From an optimization exercise on the open Yosys and OpenROAD flow, aimed at small area, a short achievable clock period and few clock cycles per item; shortcuts taken in it are not production practice.
In this exercise RTL edits were held to simulation tests only and were not proved equivalent to the original.
Power figures rest on the tool's default switching activity, not on a simulated workload.

<file path="flow/config.mk">
export PLATFORM = sky130hd
export DESIGN_NAME = alu_seq
export DESIGN_NICKNAME = alu_seq
export VERILOG_FILES = /design/flow/design.v
export SDC_FILE = /design/flow/constraint.sdc
export NUM_CORES = 4
export LEC_CHECK = 0
export ABC_AREA = 1
export CAP_MARGIN = 20
export CORE_MARGIN = 2
export CORE_UTILIZATION = 40
export SETUP_SLACK_MARGIN = 5
export SLEW_MARGIN = 20
</file>
<file path="flow/constraint.sdc">
create_clock -name core_clock -period 9.0 [get_ports {clk}]
set_input_delay 1.8000 -clock core_clock [delete_from_list [all_inputs] [get_ports {clk}]]
set_output_delay 1.8000 -clock core_clock [all_outputs]
set_load 0.01 [all_outputs]
</file>
<file path="flow/design.v">
module alu_seq #(
  parameter int WIDTH = 32,
  parameter int CNT_W = $clog2(WIDTH) + 1
) (
  input  logic             clk,
  input  logic             rst_n,
  input  logic             in_valid,
  output logic             in_ready,
  input  logic [WIDTH-1:0] a,
  input  logic [WIDTH-1:0] b,
  input  logic [3:0]       alu_control,
  output logic             out_valid,
  input  logic             out_ready,
  output logic [WIDTH-1:0] result,
  output logic [3:0]       alu_flags,
  output logic             busy
);
  localparam logic [3:0] OP_ADD  = 4'b0000;
  localparam logic [3:0] OP_SUB  = 4'b0001;
  localparam logic [3:0] OP_MUL  = 4'b0010;
  localparam logic [3:0] OP_DIV  = 4'b0011;
  localparam logic [3:0] OP_ASR  = 4'b1011;
  localparam logic [3:0] OP_ROTL = 4'b1100;
  localparam logic [3:0] OP_ROTR = 4'b1101;
  localparam logic [3:0] OP_ADD8 = 4'b1110;
  localparam logic [3:0] OP_MUL8 = 4'b1111;
  localparam bit SIMD = 1'b1;
  function automatic logic [4:0] msb_pos(input logic [31:0] x);
    logic [15:0] h16;
    logic [7:0]  h8;
    logic [3:0]  h4;
    logic [1:0]  h2;
    msb_pos[4] = |x[31:16];
    h16        = msb_pos[4] ? x[31:16] : x[15:0];
    msb_pos[3] = |h16[15:8];
    h8         = msb_pos[3] ? h16[15:8] : h16[7:0];
    msb_pos[2] = |h8[7:4];
    h4         = msb_pos[2] ? h8[7:4] : h8[3:0];
    msb_pos[1] = |h4[3:2];
    h2         = msb_pos[1] ? h4[3:2] : h4[1:0];
    msb_pos[0] = h2[1];
  endfunction
  function automatic logic [31:0] rotl(input logic [31:0] x, input logic [4:0] k);
    rotl = x;
    if (k[0]) rotl = {rotl[30:0], rotl[31]};
    if (k[1]) rotl = {rotl[29:0], rotl[31:30]};
    if (k[2]) rotl = {rotl[27:0], rotl[31:28]};
    if (k[3]) rotl = {rotl[23:0], rotl[31:24]};
    if (k[4]) rotl = {rotl[15:0], rotl[31:16]};
  endfunction
  logic        v_e;         
  logic        fin;         
  logic [1:0]  ph;          
  logic [3:0]  op_e;
  logic        is_mul, is_simd, is_sub, is_div;
  logic [31:0] ra, rb, rq, rc;
  logic [4:0]  pa, pb;      
  logic        za, zb;      
  logic [4:0]  cnt;
  logic        ovf;
  logic [1:0]  cv_q;
  logic        simd_q;
  logic        accept, e_go, slot_free, e_step, first;
  logic [31:0] e_res;
  logic        e_c, e_v;
  logic [31:0] pp [4];
  logic [31:0] sA, cA, sB, cB, sC, cC, sD, cD, cAs, cBs, cCs, cDs;
  logic [31:0] topm, keep;
  logic        lost;
  logic        mul_more;    
  logic [31:0] ra_sh, rb_sh;
  always_comb begin
    topm = is_simd ? 32'h8080_8080 : 32'h8000_0000;
    keep = is_simd ? 32'hFEFE_FEFE : 32'hFFFF_FFFE;
    lost = 1'b0;
    for (int k = 0; k < 4; k++) begin
      pp[k] = '0;
      for (int j = 0; j < 32; j++) begin
        if (j + k < 32) begin
          if (is_simd && ((j + k) / 8 != j / 8)) begin
            lost = lost | (ra[j] & rb[8 * (j / 8) + k]);
          end else begin
            pp[k][j + k] = ra[j] & (is_simd ? rb[8 * (j / 8) + k] : rb[k]);
          end
        end else begin
          lost = lost | (ra[j] & (is_simd ? rb[24 + k] : rb[k]));
        end
      end
    end
    sA  = (rq & {32{!first}}) ^ rc ^ pp[0];
    cA  = (rq & {32{!first}} & rc) | (rq & {32{!first}} & pp[0]) | (rc & pp[0]);
    sB  = pp[1] ^ pp[2] ^ pp[3];
    cB  = (pp[1] & pp[2]) | (pp[1] & pp[3]) | (pp[2] & pp[3]);
    cAs = (cA << 1) & keep;
    cBs = (cB << 1) & keep;
    sC  = sA ^ cAs ^ sB;
    cC  = (sA & cAs) | (sA & sB) | (cAs & sB);
    cCs = (cC << 1) & keep;
    sD  = sC ^ cCs ^ cBs;
    cD  = (sC & cCs) | (sC & cBs) | (cCs & cBs);
    cDs = (cD << 1) & keep;
    lost = lost | (|((cA | cB | cC | cD) & topm));
    if (is_simd) begin
      for (int i = 0; i < 4; i++) begin
        ra_sh[8*i +: 8] = {ra[8*i +: 4], 4'b0};
        rb_sh[8*i +: 8] = {4'b0, rb[8*i+4 +: 4]};
        lost = lost | ((|ra[8*i+4 +: 4]) & (|rb[8*i+4 +: 4]));
      end
    end else begin
      ra_sh = {ra[27:0], 4'b0};
      rb_sh = {4'b0, rb[31:4]};
      lost  = lost | ((|ra[31:28]) & (|rb[31:4]));
    end
    mul_more = (rb_sh != '0);
  end
  logic        mul_fin;
  logic [31:0] ad_x, ad_y;
  logic        gx;
  logic [36:0] ad_w;
  logic [35:0] ad_s;
  logic [31:0] sum;
  logic        cout, lane_c;
  always_comb begin
    mul_fin = is_mul && ph[0];
    ad_x = mul_fin ? rq : ra;
    ad_y = mul_fin ? rc : (is_sub ? ~rb : rb);
    gx   = !is_simd;
    ad_w = {1'b0, ad_x[31:24], gx, ad_x[23:16], gx, ad_x[15:8], gx, ad_x[7:0], 1'b1}
         + {1'b0, ad_y[31:24], 1'b0, ad_y[23:16], 1'b0, ad_y[15:8], 1'b0, ad_y[7:0], is_sub};
    ad_s = ad_w[36:1];
    sum    = {ad_s[34:27], ad_s[25:18], ad_s[16:9], ad_s[7:0]};
    cout   = ad_s[35];
    lane_c = ad_s[35] | (is_simd & (ad_s[8] | ad_s[17] | ad_s[26]));
  end
  logic [5:0]  dsh;         
  logic        dquick;      
  logic [4:0]  rot_k;
  logic [31:0] rot_x, rot;
  logic [31:0] fillm;
  logic [31:0] sh_res;
  always_comb begin
    dsh    = {1'b0, pa} - {1'b0, pb};
    dquick = zb || za || dsh[5];
    rot_x  = is_div ? rb : ra;
    case (op_e)
      OP_ROTL: rot_k = rb[4:0];
      OP_DIV:  rot_k = dsh[4:0];
      default: rot_k = 5'd0 - rb[4:0];
    endcase
    rot   = rotl(rot_x, rot_k);
    fillm = ~(32'hFFFF_FFFF >> rb[4:0]);
    if (op_e == OP_ASR)
      sh_res = (|rb[31:5]) ? {32{ra[31]}} : ((rot & ~fillm) | ({32{ra[31]}} & fillm));
    else
      sh_res = rot;
  end
  logic [3:0]  lut;
  logic [31:0] lg_res;
  always_comb begin
    case (op_e)
      4'b0100: lut = 4'b1110;    
      4'b0101: lut = 4'b1000;    
      4'b0110: lut = 4'b0011;    
      4'b0111: lut = 4'b0001;    
      4'b1000: lut = 4'b0111;    
      4'b1001: lut = 4'b0110;    
      default: lut = 4'b1001;    
    endcase
    for (int i = 0; i < 32; i++) lg_res[i] = lut[{ra[i], rb[i]}];
  end
  logic use_sum;
  always_comb begin
    use_sum = (op_e == OP_ADD) || (op_e == OP_SUB) || is_mul || (SIMD && op_e == OP_ADD8);
    e_c = 1'b0;
    e_v = 1'b0;
    if (is_div) begin
      if (ph[1]) e_res = zb ? 32'hFFFF_FFFF : 32'h0;
      else       e_res = {rq[30:0], cout};
    end else if (op_e == OP_ASR || op_e == OP_ROTL || op_e == OP_ROTR) begin
      e_res = sh_res;
    end else if (use_sum) begin
      e_res = sum;
    end else begin
      e_res = lg_res;
    end
    case (op_e)
      OP_ADD: begin
        e_c = cout;
        e_v = (ra[31] == rb[31]) && (sum[31] != ra[31]);
      end
      OP_SUB: begin
        e_c = !cout;
        e_v = (ra[31] != rb[31]) && (sum[31] != ra[31]);
      end
      OP_DIV:  e_v = ph[1] && zb;
      OP_ADD8: begin
        e_c = SIMD && lane_c;
        e_v = SIMD && lane_c;
      end
      default: e_v = is_mul && (ovf || lane_c);
    endcase
  end
  assign slot_free = !out_valid || out_ready;
  assign e_go      = v_e && fin && slot_free;
  assign e_step    = v_e && !fin && slot_free;
  assign in_ready  = !v_e || e_go;
  assign accept    = in_valid && in_ready;
  assign busy      = v_e && !out_valid;
  assign result    = rq;
  assign alu_flags = {simd_q ? (rq[7] | rq[15] | rq[23] | rq[31]) : rq[31], (rq == 32'h0), cv_q};
  always_ff @(posedge clk) begin
    if (!rst_n) begin
      v_e       <= 1'b0;
      out_valid <= 1'b0;
    end else begin
      if (accept)    v_e <= 1'b1;
      else if (e_go) v_e <= 1'b0;
      if (e_go)           out_valid <= 1'b1;
      else if (out_ready) out_valid <= 1'b0;
    end
  end
  always_ff @(posedge clk) begin
    if (e_go) begin
      cv_q     <= {e_c, e_v};
      simd_q   <= is_simd;
    end
  end
  always_ff @(posedge clk) begin
    if (e_go) rq <= e_res;
    if (accept) begin
      op_e    <= alu_control;
      is_mul  <= (alu_control == OP_MUL) || (SIMD && alu_control == OP_MUL8);
      is_div  <= (alu_control == OP_DIV);
      is_simd <= SIMD && ((alu_control == OP_ADD8) || (alu_control == OP_MUL8));
      is_sub  <= (alu_control == OP_SUB) || (alu_control == OP_DIV);
      fin     <= !((alu_control == OP_MUL) || (alu_control == OP_DIV)
                   || (SIMD && alu_control == OP_MUL8));
      ra      <= a;
      rb      <= b;
      rc      <= '0;
      first   <= 1'b1;
      pa      <= msb_pos(a);
      pb      <= msb_pos(b);
      za      <= (a == '0);
      zb      <= (b == '0);
      ph      <= 2'd0;
      ovf     <= 1'b0;
    end else if (e_step) begin
      first <= 1'b0;
      if (is_mul) begin
        ra  <= ra_sh;
        rb  <= rb_sh;
        rq  <= sD;
        rc  <= cDs;
        ovf <= ovf | lost;
        if (!mul_more) begin
          ph  <= 2'd1;
          fin <= 1'b1;
        end
      end else if (ph == 2'd0) begin
        rq <= '0;
        if (dquick) begin
          ph  <= 2'd2;
          fin <= 1'b1;
        end else begin
          rb  <= rot;
          cnt <= dsh[4:0];
          ph  <= 2'd1;
          fin <= (dsh[4:0] == 5'd0);
        end
      end else begin
        if (cout) ra <= sum;
        rb  <= rb >> 1;
        rq  <= {rq[30:0], cout};
        cnt <= cnt - 5'd1;
        fin <= (cnt == 5'd1);
      end
    end
  end
endmodule
</file>
<file path="flow/run.sh">
#!/bin/bash
# synth_recipe.tcl (not shown) runs the flow's synth.tcl, then flattens the netlist and writes it again
# the make line also repeats each setting of config.mk as NAME=value (left out here)
make -C /OpenROAD-flow-scripts/flow DESIGN_CONFIG=/design/flow/config.mk WORK_HOME=/design/flow/orfs CLKGATE_MAP_FILE= SYNTH_SCRIPT=/design/flow/synth_recipe.tcl finish
</file>
==> flow_summary.json, run 1 <==
{
  "period_minus_slack_ns": 4.130,
  "track_usage_pct": 43.49,
  "std_cell_rows": 83,
  "dieHeight_um": 233.2,
  "maxClockFrequency_mhz": 242.2,
  "syn_area_per_cell_um2": 6.272,
  "clk_pin_slew_ns": 0.08,
  "post-place-ws_ns": 2.538,
  "async_flop_share_pct": 0,
  "synth-main-ff-cell": "edfxtp_1",
  "p_leak_nw": 11.36,
  "insertion_delay_ns": 0.49,
  "cts.path.max_buffers": 2,
  "regArea_um2": 4135,
  "dieArea_um2": 54380,
  "io-pin-count": 111,
  "yosysUniqueCellTypes": 53,
  "antenna_found_initial": 7,
  "hold_class": "reg -> reg",
  "htreeDepth": 4,
  "die_w_um": 233.2,
  "synth_cells": 3350,
  "vias": 25690,
  "synth_top_area_cell": "edfxtp_1",
  "synth_nets": 3590,
  "status": "finished clean",
  "initial_core_util_pct": 40.71,
  "min_period_over_period_pct": 45.88,
  "setup_violations": 0,
  "drt_iter0_drc": 3950,
  "routedWlPerCell_um": 29.48,
  "power_density_nw_per_um2": 257.1,
  "cp_data_required_time_ns": 7.20,
  "synth_seq_area_share_pct": 19.68,
  "layout-area-overhead-vs-synth_pct": 15.50,
  "critPathCaptureType": "output pin",
  "first_pass_iters": 6,
  "multiInputGateArea_um2": 14810,
  "grt_remaining_overflow": 0,
  "grt_pass1_wl_um": 166900,
  "final.fill_count": 5423,
  "drc": 0,
  "core_area_um2": 51610,
  "tritoncts": "yes",
  "crit_type": "in -> out",
  "cts_hold_buf": 0,
  "drv_cap": 0,
  "hold_viol": 0,
  "drive_gt1_share_pct": 7.799,
  "wirelength_um": 120300,
  "yosys_warnings": 2,
  "rsz0062_at_grt": "yes",
  "syn-cell-area_um2": 21010,
  "ant_nets": 0,
  "tightest_slew_ns": 1.063,
  "hpwlAfterDp_um": 93540,
  "peakVddDrop_mv": 0.1673,
  "cts_sinks": 160,
  "grt_max_degree": 79,
  "skew_ns": 0.01738,
  "arrival_ns": 2.33,
  "first_global_vias": 23440,
  "critPathLaunchType": "input pin",
  "fin_nets": 3625,
  "vias_per_cell": 6.294,
  "final_max_slew_viol_count": 0,
  "tns_ns": 0,
  "synth_top_cell_area_share_pct": 13.29,
  "fin_ws_ns": 4.870,
  "slew-limit-headroom_pct": 28.56,
  "gp_congestion": 1.068,
  "synth_top_cells_by_area": "edfxtp_1 (13%), nand2_1 (13%), fa_1 (11%)",
  "crit_fanout": 3,
  "synth-edff-count": 93,
  "root_buffer": "clkbuf_16",
  "synth-seq-cells": 160,
  "cts_made_buffers": 17,
  "port-buffer-count": 110
}
==> critical path, stage by stage <==
cell     delay [ns]
buf_6          0.07
nor2_4         0.04
nor3_4         0.21
inv_6          0.06
nand2_4        0.06
buf_6          0.09
==> metal layers <==
layer  track usage (%)  up-vias  part of all wire (%)
met1             57.11    12260                    38
met3             15.23      390                    14
met2             61.49     1894                    40
li1                  -    11130                     -
met4             24.50       10                   7.1
met5             1.563        -                  0.13
==> what timing repair did <==
action,CTS,global route
resized for setup,99,82
setup endpoints to repair,207,115
buffers inserted,23,16
gates cloned,4,6
pin swaps,7,15
==> flip-flops by register name (all words and copies together), names as in the netlist, 2 cells and up <==
signal / flops
cnt: 5
cv_q: 2
op_e: 4
pa: 5
pb: 5
ph: 2
ra: 32
rb: 32
rc: 29
rq: 32
==> stage by stage <==
step                std cells  util, %  hold WS (ns)  area [um2]  power [mW]
finish                   4081    47.01        0.5176       24270       6.239
global route             4078    47.00        0.5487       24260       6.482
CTS                      4056    45.94        0.5101       23710       5.922
detailed placement       3997    43.67        0.4902       22540       5.054
global placement         3996    43.64        0.4714       22530       5.036
floorplan                3350        -        0.4206       21080       3.325
==> layout by cell type, fill, tap and decap left out, drive strengths merged, types with 2 or more instances in the layout <==
| master | instances |
|---|---|
| inv | 511 |
| nor3 | 18 |
| a21oi | 192 |
| a21o | 3 |
| a221oi | 20 |
| nand4 | 30 |
| o2111ai | 5 |
| edfxtp | 93 |
| clkdlybuf4s50 | 107 |
| o21ai | 297 |
| o221ai | 51 |
| o22ai | 12 |
| nand3b | 10 |
| nand3 | 427 |
| o31ai | 4 |
| a211oi | 2 |
| o211ai | 55 |
| buf | 73 |
| nor2 | 382 |
| nand2 | 733 |
| dfxtp | 67 |
| a22oi | 3 |
| nor4 | 24 |
| or2 | 5 |
| a21boi | 3 |
| o21bai | 8 |
| xor2 | 8 |
| ha | 48 |
| clkinv | 5 |
| diode | 3 |
| a31oi | 4 |
| clkbuf | 22 |
| o41ai | 2 |
| clkinvlp | 9 |
| xnor2 | 37 |
| fa | 120 |
==> power by group <==
part           total [mW]  internal, mW  leakage, nW  switching [mW]
registers            1.27         0.942         1.42           0.326
logic                4.21          1.25         9.66            2.96
clock network       0.763         0.368        0.276           0.395
==> cell usage after synthesis (4+ instances only) <==
cell type / n
nand2_2: 7
nand3b_1: 10
nor3_1: 17
o221ai_1: 51
or2_2: 5
buf_6: 5
nor2_1: 372
a221oi_1: 20
inv_2: 15
nand4_1: 30
xnor2_1: 37
o2111ai_1: 5
o22ai_1: 12
nand3_1: 425
o31ai_1: 4
o21ai_0: 267
o211ai_1: 55
o21bai_1: 8
fa_1: 120
edfxtp_1: 93
a31oi_1: 4
inv_1: 488
buf_2: 45
nand2_1: 723
clkbuf_1: 116
dfxtp_1: 67
a21oi_1: 191
o21ai_1: 27
xor2_1: 8
ha_1: 48
nor2_2: 7
nor4_1: 24
buf_1: 7
==> layout make-up <==
cell class,count,area share [%]
Sequential cell,160,17.04
Timing Repair Buffer,187,7.899
Clock buffer,17,1.753
Inverter,507,8.075
Antenna cell,3,0.03094
Timing Repair inverter,3,0.06703
Multi-Input combinational cell,2509,61.03
Tap cell,680,3.506
Clock inverter,15,0.5930
==> cell families after synthesis <==
logic type      after synthesis  share of synthesized area [%]
xor+xnor                     45                          1.876
buf+inv                     683                          12.71
fa+ha+maj                   168                          14.29
flops                       160                          19.68
compound gates              664                          18.37
simple gates               1630                          33.07
==> path summary, 6_finish.rpt <==
path	from	to	slack, ns	cells past startpoint
min	ovf	ovf	0.52	2
max reg2reg	rb[3]	ovf	5.05	16
min reg2reg	ovf	ovf	0.52	2
max	out_ready	in_ready	4.87	6
Testbench counts, summed over its fixed seeds: cycles 6,727, items 2,400.
==> run 2: changes to the inputs <==
--- a/flow/config.mk
+++ b/flow/config.mk
@@ -8,6 +8,7 @@
 export ABC_AREA = 1
-export CAP_MARGIN = 20
+export CAP_MARGIN = 10
 export CORE_MARGIN = 2
 export CORE_UTILIZATION = 40
+export CTS_BUF_LIST = sky130_fd_sc_hd__clkbuf_4 sky130_fd_sc_hd__clkbuf_8
 export SETUP_SLACK_MARGIN = 5
-export SLEW_MARGIN = 20
+export SLEW_MARGIN = 10
==> run 2 against run 1 <==
  * Non-clock buffer count is 2 higher
  * Clock skew is 0.0087 ns higher
  * Sequential power hardly changed
  * Combinational power hardly changed
  * Clock power is 24% lower
  * Still clean
  * Critical endpoint unchanged
  * First-iteration DRC count is 1.1% lower
  * Cell area is 0.89% lower
  * Highest routed layer unchanged
  * Worst setup slack better by 0.0024 ns
  * Cell count hardly changed
  * Sequential cell count stayed put
  * Register-to-register slack better by 0.04 ns
==> flow_summary.json, run 2 <==
{
  "drc": 0,
  "hold_start": "ovf",
  "critPathLaunchType": "input pin",
  "reg2reg_to": "rq[8]",
  "ant_nets": 0,
  "antenna_found_initial": 7,
  "status": "finished clean",
  "drive_gt1_share_pct": 7.855,
  "power_density_nw_per_um2": 251.9,
  "setup_violations": 0,
  "hold_viol": 0,
  "r2r_setup_slack_ns": 5.09,
  "synth_top_cell_area_share_pct": 13.29,
  "synth-edff-count": 93,
  "grt_pass1_wl_um": 166300,
  "clk_pin_slew_ns": 0.11,
  "placed_cell_area_um2": 22530,
  "final_cell_mix": "nand2_1 (713), inv_1 (482), nand3_1 (416)",
  "swShare_pct": 60.46,
  "first_global_vias": 23240,
  "synth_cells": 3350,
  "synth_nets": 3590,
  "syn_area_per_cell_um2": 6.272,
  "synth_top_area_cell": "edfxtp_1",
  "switching_power_mw": 3.663,
  "post-place-ws_ns": 2.341,
  "synth-main-ff-cell": "edfxtp_1",
  "tightest_slew_ns": 1.093,
  "final_max_slew_viol_count": 0,
  "synth_top_cells_by_area": "edfxtp_1 (13%), nand2_1 (13%), fa_1 (11%)",
  "final_cell_area_um2": 24050,
  "r2r-start": "is_mul",
  "htreeDepth": 4,
  "crit_type": "in -> out",
  "cts_sinks": 160,
  "initial_core_util_pct": 40.71,
  "min_period_over_period_pct": 45.86,
  "std_cell_rows": 83,
  "synth_seq_area_share_pct": 19.68,
  "reg2reg_depth": 17,
  "io-pin-count": 111,
  "port-buffer-count": 110,
  "syn-cell-area_um2": 21010,
  "track_usage_pct": 43.43,
  "dieHeight_um": 233.2,
  "drv_cap": 0,
  "maxClockFrequency_mhz": 242.3,
  "slew-limit-headroom_pct": 26.61,
  "core_area_um2": 51610,
  "hpwlAfterDp_um": 93430,
  "ys_top_cells_by_count": "nand2_1 (723), inv_1 (488), nand3_1 (425)",
  "fin_ws_ns": 4.873,
  "insertion_delay_ns": 0.57,
  "grt_remaining_overflow": 0,
  "die_w_um": 233.2,
  "hold_class": "reg -> reg",
  "p_leak_nw": 11.25,
  "p_comb_share_pct": 69.6,
  "grt_max_degree": 79,
  "yosys_warnings": 2,
  "vias_per_cell": 6.317,
  "dieArea_um2": 54380,
  "pwr-share-clk_pct": 9.5,
  "seq_power_share_pct": 20.9,
  "synth-seq-cells": 160,
  "crit_fanout": 3,
  "skew_ns": 0.02609,
  "routedWlPerCell_um": 29.43,
  "cts.path.max_buffers": 2,
  "internal_power_mw": 2.396,
  "gp_congestion": 1.068,
  "peakVddDrop_mv": 0.1169,
  "cts_made_buffers": 17,
  "multiInputGateArea_um2": 14790,
  "yosysUniqueCellTypes": 53,
  "tns_ns": 0,
  "regArea_um2": 4135,
  "drt_iter0_drc": 3908,
  "fin_nets": 3626,
  "root_buffer": "clkbuf_8",
  "period_minus_slack_ns": 4.127,
  "final_common_cell": "nand2_1",
  "synth.most_common_cell": "nand2_1",
  "layout-area-overhead-vs-synth_pct": 14.47,
  "largestRegisters": "ra x32, rb x32, rq x32",
  "cp_data_required_time_ns": 7.20,
  "tritoncts": "yes",
  "async_flop_share_pct": 0,
  "wirelength_um": 120100,
  "min_to": "ovf",
  "first_pass_iters": 8,
  "arrival_ns": 2.33,
  "vias": 25790,
  "critPathCaptureType": "output pin",
  "rsz0062_at_grt": "yes",
  "holdPathStages": 2,
  "final.fill_count": 5419
}
-- run 2: worst max-delay path, cell delays in order --
cell	delay [ns]
buf_6	0.07
nor2_4	0.04
nor3_4	0.20
inv_6	0.05
nand2_4	0.07
buf_6	0.10
-- run 2: how the worst max path moves through the flow --
stage / to / slack, ns / start / cells past startpoint
floorplan: rb[0] / 4.96 / out_ready / 10
global placement: ra[22] / 2.37 / out_ready / 12
detailed placement: ra[13] / 2.34 / out_ready / 12
CTS: in_ready / 4.88 / out_ready / 6
global route: in_ready / 4.84 / out_ready / 6
finish: in_ready / 4.87 / out_ready / 6
-- run 2: metrics by stage --
stage / util (%) / hold WS [ns] / power, mW / std cells
after floorplan: - / 0.4206 / 3.325 / 3350
after global placement: 43.64 / 0.4714 / 5.036 / 3996
after detailed placement: 43.64 / 0.4902 / 5.048 / 3996
after CTS: 45.60 / 0.5173 / 5.724 / 4059
after global routing: 46.59 / 0.5564 / 6.305 / 4080
final: 46.60 / 0.5458 / 6.059 / 4082
-- run 2: power by group through the flow --
stage | Clock [mW] | Combinational [mW] | Sequential, mW
after global placement | 0 | 3.78 | 1.25
after detailed placement | 0 | 3.80 | 1.25
final | 0.577 | 4.21 | 1.27
after global routing | 0.600 | 4.45 | 1.25
after CTS | 0.573 | 3.92 | 1.23
after floorplan | 0 | 2.24 | 1.08
-- run 2: cell families after synthesis --
kind of cell,Yosys count,share of synthesized area [%]
simple gates,1630,33.07
buf+inv,683,12.71
compound gates,664,18.37
fa+ha+maj,168,14.29
flops,160,19.68
xor+xnor,45,1.876
-- run 2: repair_timing --
action | 4_1_cts | 5_1_grt
setup endpoints to repair | 204 | 151
cloned | 5 | 4
pin swaps | 7 | 15
setup buffers | 26 | 16
gates resized for setup | 101 | 80
hold buffers | 0 | 0
-- run 2: routing by layer --
layer	vias to the layer above	part of all wire, %	track usage (%)
met1	12320	38	56.42
met3	396	15	16.74
met5	-	0.020	0
li1	11150	-	-
met4	4	7.3	25.46
met2	1919	40	60.68
-- run 2: area by class of cell --
| cell class | count | share of cell area, % |
|---|---|---|
| inverters | 507 | 8.162 |
| well taps | 680 | 3.538 |
| clock inverters | 15 | 0.6867 |
| repair inverters | 4 | 0.08844 |
| repair buffers | 189 | 7.845 |
| diodes | 3 | 0.03121 |
| clock buffers | 17 | 0.9728 |
| flip-flops and latches | 160 | 17.19 |
| multi-input cells | 2507 | 61.48 |
==> run 3: changes to the inputs <==
==> flow/flow/run.sh (new file) <==
#!/bin/bash
# Layout flow: the standard layout (standard.sh, which runs the ORFS make targets with
# the standard synthesis), with one change: the buffers that global placement puts on every
# input and output port are sky130_fd_sc_hd__buf_1 instead of the library pick
# (clkdlybuf4s50_1, a larger delay buffer). Timing repair still resizes any of them that
# sit on a critical path. The make output goes to standard.log in the work folder; ORFS's
# per-step logs stay under orfs/logs/.
set -euo pipefail
export BUFFER_PORTS_ARGS="-buffer_cell sky130_fd_sc_hd__buf_1"
bash standard.sh finish > standard.log 2>&1
==> flow/standard.sh (new file) <==
#!/bin/bash
# synth_recipe.tcl (not shown) runs the flow's synth.tcl, then flattens the netlist and writes it again
# the make line also repeats each setting of config.mk as NAME=value (left out here)
make -C /OpenROAD-flow-scripts/flow DESIGN_CONFIG=/design/flow/config.mk WORK_HOME=/design/flow/orfs CLKGATE_MAP_FILE= SYNTH_SCRIPT=/design/flow/synth_recipe.tcl "${@:-finish}"
removed: flow/run.sh
==> run 3 against run 2 <==
  * Combinational power down 5.5%
  * Sequential power barely moved
  * Sequential share of layout area up 0.73 points
  * Cell count shrank 0.27%
  * Still clean
  * Global-route usage fell by 3.1 points
  * Largest power group unchanged
  * Sequential cell count did not move
  * Via count is 2.0% lower
  * Area after synthesis unchanged
  * Clock skew down 0.00061 ns
  * Clock power increased by 3.8%
  * First-iteration DRC count increased by 13%
  * Register-to-register slack got worse by 0.10 ns
  * Largest cell class unchanged
==> flow_summary.json, run 3 <==
{
  "drive_gt1_share_pct": 6.680,
  "yosysUniqueCellTypes": 53,
  "peakVddDrop_mv": 0.1293,
  "pwr-share-clk_pct": 10.3,
  "async_flop_share_pct": 0,
  "p_comb_share_pct": 68.3,
  "syn-cell-area_um2": 21010,
  "dieHeight_um": 233.2,
  "vias": 25280,
  "core_area_um2": 51610,
  "synth_top_cell_area_share_pct": 13.29,
  "cts_made_buffers": 17,
  "placed_cell_area_um2": 21870,
  "grt_max_degree": 79,
  "synth.most_common_cell": "nand2_1",
  "grt_pass1_wl_um": 156300,
  "rsz0062_at_grt": "yes",
  "ys_top_cells_by_count": "nand2_1 (723), inv_1 (488), nand3_1 (425)",
  "cts_hold_buf": 0,
  "antenna_found_initial": 12,
  "gp_congestion": 1.121,
  "synth-edff-count": 93,
  "io-pin-count": 111,
  "tns_ns": 0,
  "crit_type": "in -> out",
  "dieArea_um2": 54380,
  "maxClockFrequency_mhz": 241.6,
  "cp_data_required_time_ns": 7.20,
  "synth_nets": 3590,
  "crit_fanout": 3,
  "final_cells": 4071,
  "vias_per_cell": 6.209,
  "drt_iter0_drc": 4401,
  "first_pass_iters": 10,
  "track_usage_pct": 40.31,
  "status": "finished clean",
  "htreeDepth": 4,
  "dpl.cell_count": 3998,
  "tightest_slew_ns": 1.070,
  "fin_nets": 3610,
  "largestRegisters": "ra x32, rb x32, rq x32",
  "final_cell_mix": "nand2_1 (715), inv_1 (485), nand3_1 (423)",
  "fin_ws_ns": 4.861,
  "arrival_ns": 2.34,
  "ant_nets": 0,
  "grt_remaining_overflow": 0,
  "power_density_nw_per_um2": 252.5,
  "insertion_delay_ns": 0.57,
  "seq_power_share_pct": 21.4,
  "final_cell_area_um2": 23060,
  "clk_pin_slew_ns": 0.08,
  "root_buffer": "clkbuf_8",
  "critPathCaptureType": "output pin",
  "yosys_warnings": 2,
  "critPathLaunchType": "input pin",
  "r2r_setup_slack_ns": 4.99,
  "hold_viol": 0,
  "setup_violations": 0,
  "hpwlAfterDp_um": 86600,
  "synth-seq-cells": 160,
  "drv_cap": 0,
  "die_w_um": 233.2,
  "skew_ns": 0.02547,
  "first_global_vias": 22790,
  "period_minus_slack_ns": 4.139,
  "synth_seq_area_share_pct": 19.68,
  "synth_top_cells_by_area": "edfxtp_1 (13%), nand2_1 (13%), fa_1 (11%)",
  "routedWlPerCell_um": 27.49,
  "final_common_cell": "nand2_1",
  "std_cell_rows": 83,
  "p_leak_nw": 10.82,
  "port-buffer-count": 110,
  "drc": 0,
  "internal_power_mw": 2.324,
  "cts_sinks": 160,
  "synth_top_area_cell": "edfxtp_1",
  "synth_cells": 3350,
  "hold_class": "reg -> reg",
  "syn_area_per_cell_um2": 6.272,
  "tritoncts": "yes",
  "final.fill_count": 5564,
  "final_max_slew_viol_count": 0,
  "post-place-ws_ns": 3.372,
  "initial_core_util_pct": 40.71,
  "slew-limit-headroom_pct": 28.40,
  "synth-main-ff-cell": "edfxtp_1",
  "cts.path.max_buffers": 2,
  "min_period_over_period_pct": 45.99,
  "utilization_pct": 44.69,
  "wirelength_um": 111900,
  "layout-area-overhead-vs-synth_pct": 9.778,
  "switching_power_mw": 3.501,
  "swShare_pct": 60.10
}
==> run 3: kinds of logic (layout without fill, tap and decap cells) <==
| kind of cell | count (synthesis) | in the layout | synth area share (%) |
|---|---|---|---|
| AND/OR/NAND/NOR | 1630 | 1631 | 33.07 |
| buffers and inverters | 683 | 715 | 12.71 |
| AO/OA/AOI/OAI | 664 | 664 | 18.37 |
| adder cells (fa/ha/maj) | 168 | 168 | 14.29 |
| flip-flops | 160 | 160 | 19.68 |
| XOR/XNOR | 45 | 45 | 1.876 |
| other | 0 | 8 | 0 |
==> run 3: worst paths after layout <==
kind | start | to | cells after the start
hold reg to reg | ovf | ovf | 2
hold / removal | ovf | ovf | 2
setup / recovery | out_ready | in_ready | 6
setup reg to reg | is_mul | rq[19] | 20
==> run 3: repair_timing <==
action                     in CTS  in global routing
buffers inserted               18                 10
gates cloned                    2                  3
pin swaps                       2                 14
resized for setup              51                 82
hold endpoints to repair        0                  0
setup endpoints to repair     199                140
==> run 3: area by class of cell <==
type	instances	area (um2)	area share, %
Inverter	507	1953	8.468
Timing Repair Buffer	174	1036	4.492
Multi-Input combinational cell	2508	14660	63.57
Sequential cell	160	4134	17.92
Clock buffer	19	249.0	1.080
Clock inverter	13	150.1	0.6510
Antenna cell	8	20.02	0.08680
Tap cell	680	850.8	3.689
Timing Repair inverter	2	8.758	0.03797
==> run 3: metal layers <==
metal | global-route usage (%) | wire (um)
met5 | 0 | 52
met4 | 22.07 | 8255
met3 | 17.55 | 16940
met2 | 56.93 | 44190
met1 | 51.19 | 42490
==> run 3: metrics by stage <==
| stage | hold WS (ns) | total power, mW |
|---|---|---|
| finish | 0.5098 | 5.824 |
| global route | 0.5431 | 6.051 |
| CTS | 0.5060 | 5.469 |
| detailed placement | 0.4762 | 4.834 |
| global placement | 0.4855 | 4.838 |
| floorplan | 0.4206 | 3.325 |
==> run 3: worst max-delay path, stage by stage <==
cell and delay [ns]:
buf_6 0.07, nor2_4 0.04, nor3_4 0.22, inv_6 0.05
nand2_4 0.06, buf_6 0.10
==> run 3: power by group through the flow <==
stage               logic, mW  registers [mW]  clock network, mW
global route             4.20            1.24              0.619
floorplan                2.24            1.08                  0
finish                   3.98            1.25              0.599
global placement         3.60            1.23                  0
detailed placement       3.60            1.23                  0
CTS                      3.66            1.21              0.598
==> run 4: changes to the inputs <==
--- a/flow/design.v
+++ b/flow/design.v
@@ -182,2 +182,4 @@
       e_res = sum;
+    end else if (!SIMD && (op_e == OP_ADD8 || op_e == OP_MUL8)) begin
+      e_res = 32'h0;    
     end else begin
==> run 4 against run 3 <==
  * Critical path type unchanged
  * Synthesized cell count is the same
  * Sequential power barely moved
  * Register-to-register slack about the same
  * Power unchanged
  * Still clean
  * Wire length is the same
==> flow_summary.json, run 4 <==
{
  "r2r_setup_slack_ns": 4.99,
  "slew-limit-headroom_pct": 28.40,
  "worstSetupStartpoint": "out_ready",
  "cts_hold_buf": 0,
  "std_cell_rows": 83,
  "synth_xor_area_share_pct": 1.876,
  "hold_class": "reg -> reg",
  "first_global_vias": 22790,
  "htreeDepth": 4,
  "routedWlPerCell_um": 27.49,
  "antenna_found_initial": 12,
  "synth_seq_area_share_pct": 19.68,
  "synth_cells": 3350,
  "hpwlAfterDp_um": 86600,
  "synth.most_common_cell": "nand2_1",
  "synth_top_area_cell": "edfxtp_1",
  "port-buffer-count": 110,
  "insertion_delay_ns": 0.57,
  "period_minus_slack_ns": 4.139,
  "dieArea_um2": 54380,
  "synth_top_family_by_area": "simple AND/OR/NAND/NOR gates",
  "drt_iter0_drc": 4401,
  "core_area_um2": 51610,
  "clk_pin_slew_ns": 0.08,
  "wirelength_um": 111900,
  "yosys.area_share.adder_pct": 14.29,
  "crit_top_cell": "buf_6",
  "synth_compound_area_share_pct": 18.37,
  "dr_wl_met3_um": 16940,
  "r2r-start": "is_mul",
  "min_to": "ovf",
  "cts_sinks": 160,
  "critPathCaptureType": "output pin",
  "cts.path.max_buffers": 2,
  "peakVddDrop_mv": 0.1293,
  "final_common_cell": "nand2_1",
  "fin_nets": 3610,
  "post-place-ws_ns": 3.372,
  "hold_viol": 0,
  "vias_per_cell": 6.209,
  "synth-main-ff-cell": "edfxtp_1",
  "tns_ns": 0,
  "synth_top_cells_by_area": "edfxtp_1 (13%), nand2_1 (13%), fa_1 (11%)",
  "grt_max_degree": 79,
  "cp_data_required_time_ns": 7.20,
  "status": "finished clean",
  "yosys_warnings": 2,
  "drv_cap": 0,
  "slowest_stage": "nor3_4",
  "final_cell_area_um2": 23060,
  "first_pass_iters": 10,
  "reg2reg_to": "rq[19]",
  "crit_chain": "buf_6 -> nor2_4 -> nor3_4 -> inv_6 -> nand2_4 -> buf_6",
  "gp_congestion": 1.121,
  "synthMuxAreaShare_pct": 0,
  "synth-seq-cells": 160,
  "setup_violations": 0,
  "syn-cell-area_um2": 21010,
  "drc": 0,
  "die_w_um": 233.2,
  "grt_pass1_wl_um": 156300,
  "grt_remaining_overflow": 0,
  "total_power_mw": 5.824,
  "track_usage_pct": 40.31,
  "hold_start": "ovf",
  "yosysUniqueCellTypes": 53,
  "final_max_slew_viol_count": 0,
  "placed_cell_area_um2": 21870,
  "dieHeight_um": 233.2,
  "largestRegisters": "ra x32, rb x32, rq x32",
  "ys_top_cells_by_count": "nand2_1 (723), inv_1 (488), nand3_1 (425)",
  "root_buffer": "clkbuf_8",
  "rsz0062_at_grt": "yes",
  "synth-edff-count": 93,
  "ant_nets": 0,
  "layout-area-overhead-vs-synth_pct": 9.778,
  "async_flop_share_pct": 0,
  "initial_core_util_pct": 40.71,
  "met2WireLength_um": 44190,
  "skew_ns": 0.02547,
  "tightest_slew_ns": 1.070,
  "synth_simple_gate_area_share_pct": 33.07,
  "synth_nets": 3590,
  "syn_area_per_cell_um2": 6.272,
  "hold_ws_ns": 0.5098,
  "cts_made_buffers": 17,
  "arrival_ns": 2.34,
  "fin_ws_ns": 4.861,
  "drive_gt1_share_pct": 6.680,
  "min_period_over_period_pct": 45.99,
  "crit_fanout": 3,
  "holdPathStages": 2,
  "tritoncts": "yes",
  "io-pin-count": 111,
  "synth_top_cell_area_share_pct": 13.29,
  "maxClockFrequency_mhz": 241.6,
  "vias": 25280,
  "critPathLaunchType": "input pin",
  "routed.top_layer": "met5",
  "wl_met1_um": 42490,
  "critPathMaxStageDelay_ns": 0.22,
  "p_leak_nw": 10.82,
  "crit_type": "in -> out",
  "reg2reg_depth": 20,
  "power_density_nw_per_um2": 252.5,
  "final_cell_mix": "nand2_1 (715), inv_1 (485), nand3_1 (423)"
}
run 4: what timing repair did:
item	in CTS	in global routing
gates resized for setup	51	82
endpoints found under the setup margin	199	140
pin swaps	2	14
cloned	2	3
setup buffers	18	10
run 4: worst max-delay path by stage:
stage | slack [ns] | cells after the start | endpoint
detailed placement | 3.37 | 12 | ra[15]
global placement | 3.41 | 12 | ra[14]
global route | 4.82 | 6 | in_ready
CTS | 4.88 | 6 | in_ready
floorplan | 4.96 | 10 | rb[0]
finish | 4.86 | 6 | in_ready
run 4: per-layer routing:
metal  vias to the layer above  track usage (%)
met3                       447            17.55
met5                         -                0
met1                     11790            51.19
met2                      1918            56.93
li1                      11120                -
met4                         8            22.07
run 4: cells by family (layout without fill, tap and decap cells):
kind of cell / count (synthesis) / count (layout)
simple gates: 1630 / 1631
buf+inv: 683 / 715
compound gates: 664 / 664
fa+ha+maj: 168 / 168
flops: 160 / 160
xor+xnor: 45 / 45
other cells: 0 / 8
run 4: worst max-delay path: cells and delay by family:
family / cells / cell delay (ns)
and+or+nand+nor: 3 / 0.32
buffers and inverters: 3 / 0.22
run 4: report_power, final:
group          internal (mW)  switching (mW)  total (mW)
logic                   1.12            2.85        3.98
registers              0.941           0.307        1.25
clock network          0.258           0.341       0.599
total                   2.32            3.50        5.82
run 4: area by class of cell:
type | count | area, um2
Timing Repair Buffer | 174 | 1036
Tap cell | 680 | 850.8
Inverter | 507 | 1953
Timing Repair inverter | 2 | 8.758
Clock inverter | 13 | 150.1
Multi-Input combinational cell | 2508 | 14660
Fill cell | 5564 | 28550
Clock buffer | 19 | 249.0
Antenna cell | 8 | 20.02
Sequential cell | 160 | 4134
run 4: metrics by stage:
| step | utilization (%) | cells |
|---|---|---|
| floorplan | - | 3350 |
| CTS | 43.82 | 4050 |
| global route | 44.65 | 4064 |
| global placement | 42.38 | 3998 |
| detailed placement | 42.38 | 3998 |
| finish | 44.69 | 4071 |
Testbench counts of run 4, summed over its fixed seeds: cycles 6,727, items 2,400.
==> run 5: changes to the inputs <==
--- a/flow/design.v
+++ b/flow/design.v
@@ -62,3 +62,3 @@
   logic        simd_q;
-  logic        accept, e_go, slot_free, e_step, first;
+  logic        accept, e_go, slot_free, e_step, first, mswap;
   logic [31:0] e_res;
@@ -182,4 +182,2 @@
       e_res = sum;
-    end else if (!SIMD && (op_e == OP_ADD8 || op_e == OP_MUL8)) begin
-      e_res = 32'h0;    
     end else begin
@@ -209,2 +207,3 @@
   assign accept    = in_valid && in_ready;
+  assign mswap     = (alu_control == OP_MUL) && (a[31:16] == 16'h0) && (b[31:16] != 16'h0);
   assign busy      = v_e && !out_valid;
@@ -239,4 +238,4 @@
                    || (SIMD && alu_control == OP_MUL8));
-      ra      <= a;
-      rb      <= b;
+      ra      <= mswap ? b : a;
+      rb      <= mswap ? a : b;
       rc      <= '0;
==> run 5 against run 4 <==
  * Hold slack worse by 0.0058 ns
  * Area after synthesis grew 1.9%
  * Highest routed layer unchanged
  * Critical endpoint unchanged
  * Still clean on timing, DRC and antenna
  * Critical path depth stayed put
  * Die area rose by 1.8%
  * Largest cell class unchanged
==> flow_summary.json, run 5 <==
{
  "core_area_um2": 52760,
  "r2r_setup_slack_ns": 4.97,
  "routedWlPerCell_um": 26.95,
  "reg2reg_to": "ovf",
  "layout-area-overhead-vs-synth_pct": 10.91,
  "largestRegisters": "ra x32, rb x32, rq x32",
  "drive_gt1_share_pct": 7.809,
  "yosys_warnings": 2,
  "drt_iter0_drc": 3812,
  "ys_top_cells_by_count": "nand2_1 (747), inv_1 (473), nor2_1 (399)",
  "synth_seq_area_share_pct": 19.32,
  "dieArea_um2": 55370,
  "dpl.cell_count": 4084,
  "yosysUniqueCellTypes": 57,
  "antenna_found_initial": 8,
  "worstSetupStartpoint": "out_ready",
  "rsz0062_at_grt": "yes",
  "vias_per_cell": 6.176,
  "final_cell_mix": "nand2_1 (741), inv_1 (463), nor2_1 (380)",
  "vias": 25790,
  "setup_violations": 0,
  "synth_cells": 3430,
  "synth_top_area_cell": "nand2_1",
  "peakVddDrop_mv": 0.1235,
  "synth_nets": 3670,
  "utilization_pct": 44.99,
  "syn_area_per_cell_um2": 6.240,
  "critPathLaunchType": "input pin",
  "hold_viol": 0,
  "tightest_slew_ns": 1.332,
  "cts.path.max_buffers": 2,
  "r2r-start": "is_simd",
  "insertion_delay_ns": 0.62,
  "wirelength_um": 112600,
  "period_minus_slack_ns": 4.259,
  "power_density_nw_per_um2": 236.3,
  "p_leak_nw": 11.06,
  "hold_start": "ovf",
  "first_global_vias": 22930,
  "hold_ws_ns": 0.5040,
  "async_flop_share_pct": 0,
  "die_w_um": 235.3,
  "io-pin-count": 111,
  "port-buffer-count": 110,
  "status": "finished clean",
  "hold_class": "reg -> reg",
  "track_usage_pct": 39.57,
  "cts_sinks": 160,
  "holdPathStages": 2,
  "syn-cell-area_um2": 21400,
  "final_common_cell": "nand2_1",
  "root_buffer": "clkbuf_8",
  "grt_pass1_wl_um": 159600,
  "synth_top_cell_area_share_pct": 13.10,
  "cts_made_buffers": 17,
  "min_to": "ovf",
  "gp_congestion": 1.082,
  "crit_type": "in -> out",
  "total_power_mw": 5.609,
  "skew_ns": 0.02994,
  "tns_ns": 0,
  "grt_remaining_overflow": 0,
  "ant_nets": 0,
  "critPathCaptureType": "output pin",
  "drv_cap": 0,
  "first_pass_iters": 10,
  "arrival_ns": 2.46,
  "maxClockFrequency_mhz": 234.8,
  "final_cells": 4176,
  "synth.most_common_cell": "nand2_1",
  "drc": 0,
  "grt_max_degree": 78,
  "final.fill_count": 5775,
  "initial_core_util_pct": 40.56,
  "std_cell_rows": 84,
  "crit_fanout": 2,
  "reg2reg_depth": 17,
  "slew-limit-headroom_pct": 11.13,
  "fin_nets": 3710,
  "synth_top_cells_by_area": "nand2_1 (13%), edfxtp_1 (13%), fa_1 (11%)",
  "dieHeight_um": 235.3,
  "htreeDepth": 4,
  "synth-seq-cells": 160,
  "hpwlAfterDp_um": 86710,
  "tritoncts": "yes",
  "final_max_slew_viol_count": 0,
  "clk_pin_slew_ns": 0.09,
  "min_period_over_period_pct": 47.32,
  "cp_data_required_time_ns": 7.20,
  "synth-main-ff-cell": "edfxtp_1",
  "synth-edff-count": 93
}
[run 5: changes by cell type after synthesis, moves of 6 or more]
cell	before	now
o22ai_1	12	19
o211ai_1	55	86
xor2_1	8	15
a221oi_1	20	14
o21ai_0	267	276
nor2_1	372	399
nand3_1	425	376
nand2_1	723	747
nand4_1	30	20
a31oi_1	4	10
o221ai_1	51	28
inv_1	488	473
a21oi_1	191	250
[run 5: per-stage QoR]
step,setup slack [ns],instance area (um2)
5_1_grt,4.709,23730
4_1_cts,4.777,23240
2_1_floorplan,4.868,21460
3_5_place_dp,2.935,22260
6_report,4.741,23740
3_3_place_gp,2.992,22260
[run 5: worst max-delay path by stage]
stage / to / slack, ns / cells past startpoint
final: in_ready / 4.74 / 6
after global routing: in_ready / 4.71 / 6
after CTS: in_ready / 4.78 / 6
after detailed placement: ra[10] / 2.94 / 13
after global placement: ra[10] / 2.99 / 13
after floorplan: rb[0] / 4.87 / 10
[run 5: critical path, stage by stage]
cell and delay [ns]:
buf_6 0.07, nor2_4 0.03, nor3_4 0.18, bufinv_16 0.21, nand2_8 0.06, buf_6 0.09
[run 5: cell families after synthesis]
family | synth area share (%)
AOI/OAI and AO/OA | 20.08
xor gates and xnor gates | 2.005
adders and majority gates | 14.03
buffers and inverters | 12.45
DFF | 19.32
muxes | 0.09354
and+or+nand+nor | 32.03
[run 5: layer usage]
layer / part of all wire, % / vias up / global-route usage (%)
met5: 0.052 / - / 0
met4: 6.6 / 8 / 21.66
met3: 14 / 389 / 12.70
met2: 41 / 1915 / 57.89
met1: 38 / 12090 / 51.62
li1: - / 11390 / -
[run 5: power breakdown]
part | switching, mW | internal [mW]
logic | 2.67 | 1.12
clock network | 0.355 | 0.238
registers | 0.280 | 0.942
total | 3.30 | 2.30
[run 5: repair_timing]
item                                    4_1_cts  5_1_grt
cloned                                        6        2
hold buffers                                  0        0
pin swaps                                    10       19
endpoints found under the setup margin      200      141
buffers inserted                             26       21
gates resized for setup                      80       63
[run 5: layout make-up]
class	instances	area (um2)	area share (%)
multi-input cells	2593	15070	63.51
flip-flops and latches	160	4134	17.42
inverters	494	1953	8.228
repair buffers	200	1294	5.450
well taps	688	860.8	3.627
clock buffers	21	270.3	1.139
clock inverters	11	106.4	0.4481
repair inverters	4	31.28	0.1318
diodes	5	12.51	0.05271
Testbench counts of run 5, summed over its fixed seeds: cycles 6,496, items 2,400.

[afterwards: timing with drivers on the ports]
How much do the figures lean on ideal ports? The routed layouts below were timed once more, with nothing changed but the port constraints.
Step 1 (the two cells are an assumption about what drives the block):
set clk [get_ports {clk}]
set_driving_cell -lib_cell sky130_fd_sc_hd__clkbuf_16 $clk
set_driving_cell -lib_cell sky130_fd_sc_hd__buf_2 [delete_from_list [all_inputs] $clk]
Step 2 adds t to the input delays and takes it off the output delays; t is the mean of the earliest and latest rising clock arrival at the registers after step 1. Input paths then give back, and output paths get back, about the clock's delay inside the block.
Slacks: no drivers / after step 1 / after step 2; pairs: no drivers / after step 1.
run	t (ns)	setup WS [ns]	hold slack, ns	worst setup path after step 2	worst register clock-pin slew, ns
run 1	0.552	4.870 / 4.831 / 4.561	0.518 / 0.518 / 0.518	input to register	0.08 / 0.08
run 2	0.628	4.873 / 4.833 / 4.493	0.546 / 0.546 / 0.546	input to register	0.12 / 0.12
run 3	0.615	4.861 / 4.822 / 4.425	0.510 / 0.510 / 0.510	input to register	0.11 / 0.11
run 4	0.615	4.861 / 4.822 / 4.425	0.510 / 0.510 / 0.510	input to register	0.11 / 0.11
run 5	0.659	4.741 / 4.702 / 4.348	0.504 / 0.504 / 0.504	input to register	0.12 / 0.12
After both steps setup and hold are still met in every run listed.
